Source: an optimization exercise on an open RTL-to-GDS flow (aim: small area and a short achievable clock period). Production flows keep margins and buffers that such runs may drop. Only simulation tests tie the RTL to the original design; equivalence was not proved. Power is estimated from default activity; no workload was simulated.

// ex_top
module ex_top (
    input logic clk,
    input logic arst_n,
    input logic [31:0] pc,
    input logic [31:0] inst,
    input logic [31:0] reg1,
    input logic [31:0] reg2,
    input logic [31:0] imm,
    input logic [4:0] id_rd_addr,
    input logic id_rd_we,
    input logic [31:0] ram_rdata,
    output logic ram_req,
    output logic ram_we,
    output logic [3:0] ram_sel,
    output logic [31:0] ram_addr,
    output logic [31:0] ram_wdata,
    output logic [4:0] rd_addr,
    output logic [31:0] rd_wdata,
    output logic rd_we,
    output logic jump_flag,
    output logic [31:0] jump_addr
);
Size: about 2300 cells after synthesis, about 71 flip-flops, about 340 I/O pins, roughly 13000 um2 of cells after synthesis.
clock: 6.5 ns
lec_check: 0
abc_area: 1
cap_margin: 5
core_margin: 2
core_utilization: 40
setup_slack_margin: 2.0
slew_margin: 5
standard.sh (not shown) runs the stock make flow with config.mk's settings and CLKGATE_MAP_FILE= SYNTH_SCRIPT=/design/flow/synth_recipe.tcl, a recipe that flattens the netlist after the stock synthesis.
==> flow/flow/run.sh <==
#!/bin/bash
# Standard layout, with the port buffers made from the smallest plain buffer.
cp standard.sh standard_sh_copy.txt
cp config.mk config_mk_copy.txt
export BUFFER_PORTS_ARGS="-buffer_cell sky130_fd_sc_hd__buf_1"
bash standard.sh > standard.log 2>&1
Next try:
--- a/flow/flow/run.sh
+++ b/flow/flow/run.sh
@@ -5,0 +6 @@
+export REMOVE_ABC_BUFFERS=1
CAP_MARGIN = 20   (was 5)
CTS_BUF_LIST = sky130_fd_sc_hd__clkbuf_8   (was not set)
SLEW_MARGIN = 20   (was 5)
Result: Area after synthesis does not change. Utilization goes down by 0.40 points. Routed wire length goes down by 3.5%. Non-clock buffer count goes down by 10. Sequential cell count does not change.
Next try:
--- a/flow/flow/run.sh
+++ b/flow/flow/run.sh
@@ -6 +5,0 @@
-export REMOVE_ABC_BUFFERS=1
CTS_BUF_LIST = not set   (was sky130_fd_sc_hd__clkbuf_8)
SETUP_SLACK_MARGIN = 1.8   (was 2.0)
=> Routed wire length is higher by about 2.4%. Global-route usage is higher by 1.7 points. Area after synthesis is unchanged. Design area is lower by 2.2%. Count of clock-buffer cells in the layout is higher by 1. Utilization is lower by 1.1 points. Clock power is higher by about 47%. Synthesized cell count stays the same. Critical path depth is unchanged. Non-clock buffer count is lower by 5. Die area does not change.
Next try:
SETUP_SLACK_MARGIN = 2.0   (was 1.8)
TNS_END_PERCENT = 0   (was not set)
After rerunning:
- area after synthesis is unchanged
- power increases by 1.1%
- fmax increases by about 1.4%
- sequential power barely changes
- final cell count stays flat
- global-route usage stays the same
- worst hold slack hardly moves
- combinational power is about the same
- setup slack gets better by 0.066 ns
- wire length is about the same

* * *

ex_top, a different RTL version from the one above (not shown whole).
Size: roughly 1700 cells after synthesis, ~71 flip-flops, ~340 I/O pins.
==> flow/config.mk <==
export PLATFORM = sky130hd
export DESIGN_NAME = ex_top
export DESIGN_NICKNAME = ex_top
export VERILOG_FILES = /design/flow/design.v
export SDC_FILE = /design/flow/constraint.sdc
export NUM_CORES = 4
export LEC_CHECK = 0
export CAP_MARGIN = 20
export CORE_MARGIN = 2
export CORE_UTILIZATION = 55
export SETUP_SLACK_MARGIN = 2.5
export SLEW_MARGIN = 20
==> flow/constraint.sdc <==
create_clock -name core_clock -period 6.5 [get_ports {clk}]
set_input_delay 1.3000 -clock core_clock [delete_from_list [all_inputs] [get_ports {clk}]]
set_output_delay 1.3000 -clock core_clock [all_outputs]
set_load 0.01 [all_outputs]
==> flow/flow/run.sh <==
#!/bin/bash
# Standard layout, with the port buffers made from the smallest plain buffer.
cp standard.sh standard_sh_copy.txt
cp config.mk config_mk_copy.txt
export BUFFER_PORTS_ARGS="-buffer_cell sky130_fd_sc_hd__buf_1"
bash standard.sh > standard.log 2>&1
Rerun with:
==> flow/run.sh (new file) <==
#!/bin/bash
# synth_recipe.tcl (not shown) runs the flow's synth.tcl, then flattens the netlist and writes it again
# the make line also repeats each setting of config.mk as NAME=value (left out here)
make -C /OpenROAD-flow-scripts/flow DESIGN_CONFIG=/design/flow/config.mk WORK_HOME=/design/flow/orfs CLKGATE_MAP_FILE= SYNTH_SCRIPT=/design/flow/synth_recipe.tcl finish
- CORE_UTILIZATION: 55 -> 40
- SETUP_SLACK_MARGIN: 2.5 -> 0.2
removed: flow/flow/run.sh
removed: flow/standard.sh
Effect:
- The changed run ran to the end with no violations
- setup slack degrades by 0.22 ns
- flip-flop and latch count is unchanged
- clock-buffer cell count goes down by 1
- routed wire length goes up by a few percent
- clock power goes up by a few percent
- design area goes down by a few percent
- non-clock buffer count goes down by 3
- synthesized area stays the same
- total power goes down by a few percent
Rerun with:
==> flow/flow/run.sh (new file) <==
#!/bin/bash
# Standard layout, with the port buffers made from the smallest plain buffer.
cp standard.sh standard_sh_copy.txt
cp config.mk config_mk_copy.txt
export BUFFER_PORTS_ARGS="-buffer_cell sky130_fd_sc_hd__buf_1"
bash standard.sh > standard.log 2>&1
==> flow/standard.sh (new file) <==
#!/bin/bash
# synth_recipe.tcl (not shown) runs the flow's synth.tcl, then flattens the netlist and writes it again
# the make line also repeats each setting of config.mk as NAME=value (left out here)
make -C /OpenROAD-flow-scripts/flow DESIGN_CONFIG=/design/flow/config.mk WORK_HOME=/design/flow/orfs CLKGATE_MAP_FILE= SYNTH_SCRIPT=/design/flow/synth_recipe.tcl "${@:-finish}"
- CORE_UTILIZATION: 40 -> 55
- SETUP_SLACK_MARGIN: 0.2 -> 1.5
removed: flow/run.sh
The changed run finished with timing, DRC and antenna clean.
Final cell count falls by about 4%.
Combinational power drops by about 2%.
Non-clock buffer count goes down by 33.
Area after synthesis stays the same.
Global-route usage went up by 10 points.
First-iteration DRC count rose by about 70%.
Critical path depth is higher by 2.
Rerun with:
- CORE_UTILIZATION: 55 -> 40
- SETUP_SLACK_MARGIN: 1.5 -> 0.2
Worst setup slack gains 0.065 ns. Routed wire length is lower slightly. Sequential power hardly moves. Final cell count rises by a few percent. Cell area drops by a few percent. Non-clock buffer count is higher by 23. Count of clock-buffer cells in the layout goes down by 1.

==> re-timing with driven ports <==
No port has a modelled driver above. Below, the same layouts with a new extraction and two added sets of constraints.
Step 1 sets driving cells, clkbuf_16 on the clock port and buf_2 on the other inputs (assumed; they add their load-dependent delay and slew).
Step 2 times the ports against the registers' clock, not the clock port: input delays grow and output delays shrink by t, the midpoint of the rising clock arrivals with the driver on.
a / b / c = no drivers / after step 1 / after step 2; a / b = the first two.
run | shift t [ns] | setup slack, ns | worst hold slack (ns) | worst setup path after step 2 | cell pins on the clock port's net
the first run of note 1 | 0.442 | 2.042 / 2.021 / 1.681 | 0.703 / 0.681 / 1.123 | input to register | 1
the second run of note 1 | 0.475 | 2.054 / 2.031 / 1.737 | 0.677 / 0.650 / 1.125 | input to register | 1
the third run of note 1 | 0.444 | 1.861 / 1.810 / 1.554 | 0.705 / 0.681 / 1.125 | input to register | 1
the fourth run of note 1 | 0.443 | 1.927 / 1.900 / 1.605 | 0.705 / 0.681 / 1.124 | input to register | 1
the first run of note 2 | 0.402 | 0.530 / 0.477 / 0.477 | 0.725 / 0.697 / 1.100 | input to output | 1
the second run of note 2 | 0.415 | 0.313 / 0.330 / -0.085 | 1.090 / 1.071 / 1.486 | input to register | 1
the third run of note 2 | 0.406 | 0.210 / 0.163 / 0.163 | 0.726 / 0.703 / 1.110 | input to output | 1
the fourth run of note 2 | 0.405 | 0.275 / 0.250 / 0.250 | 0.711 / 0.690 / 1.095 | input to output | 1
With both steps, setup timing fails in the second run of note 2, where it was met with ideal ports. For the second run of note 2, which loses most, drivers alone change the setup slack by +0.017 ns; drivers and shift together by -0.398 ns.
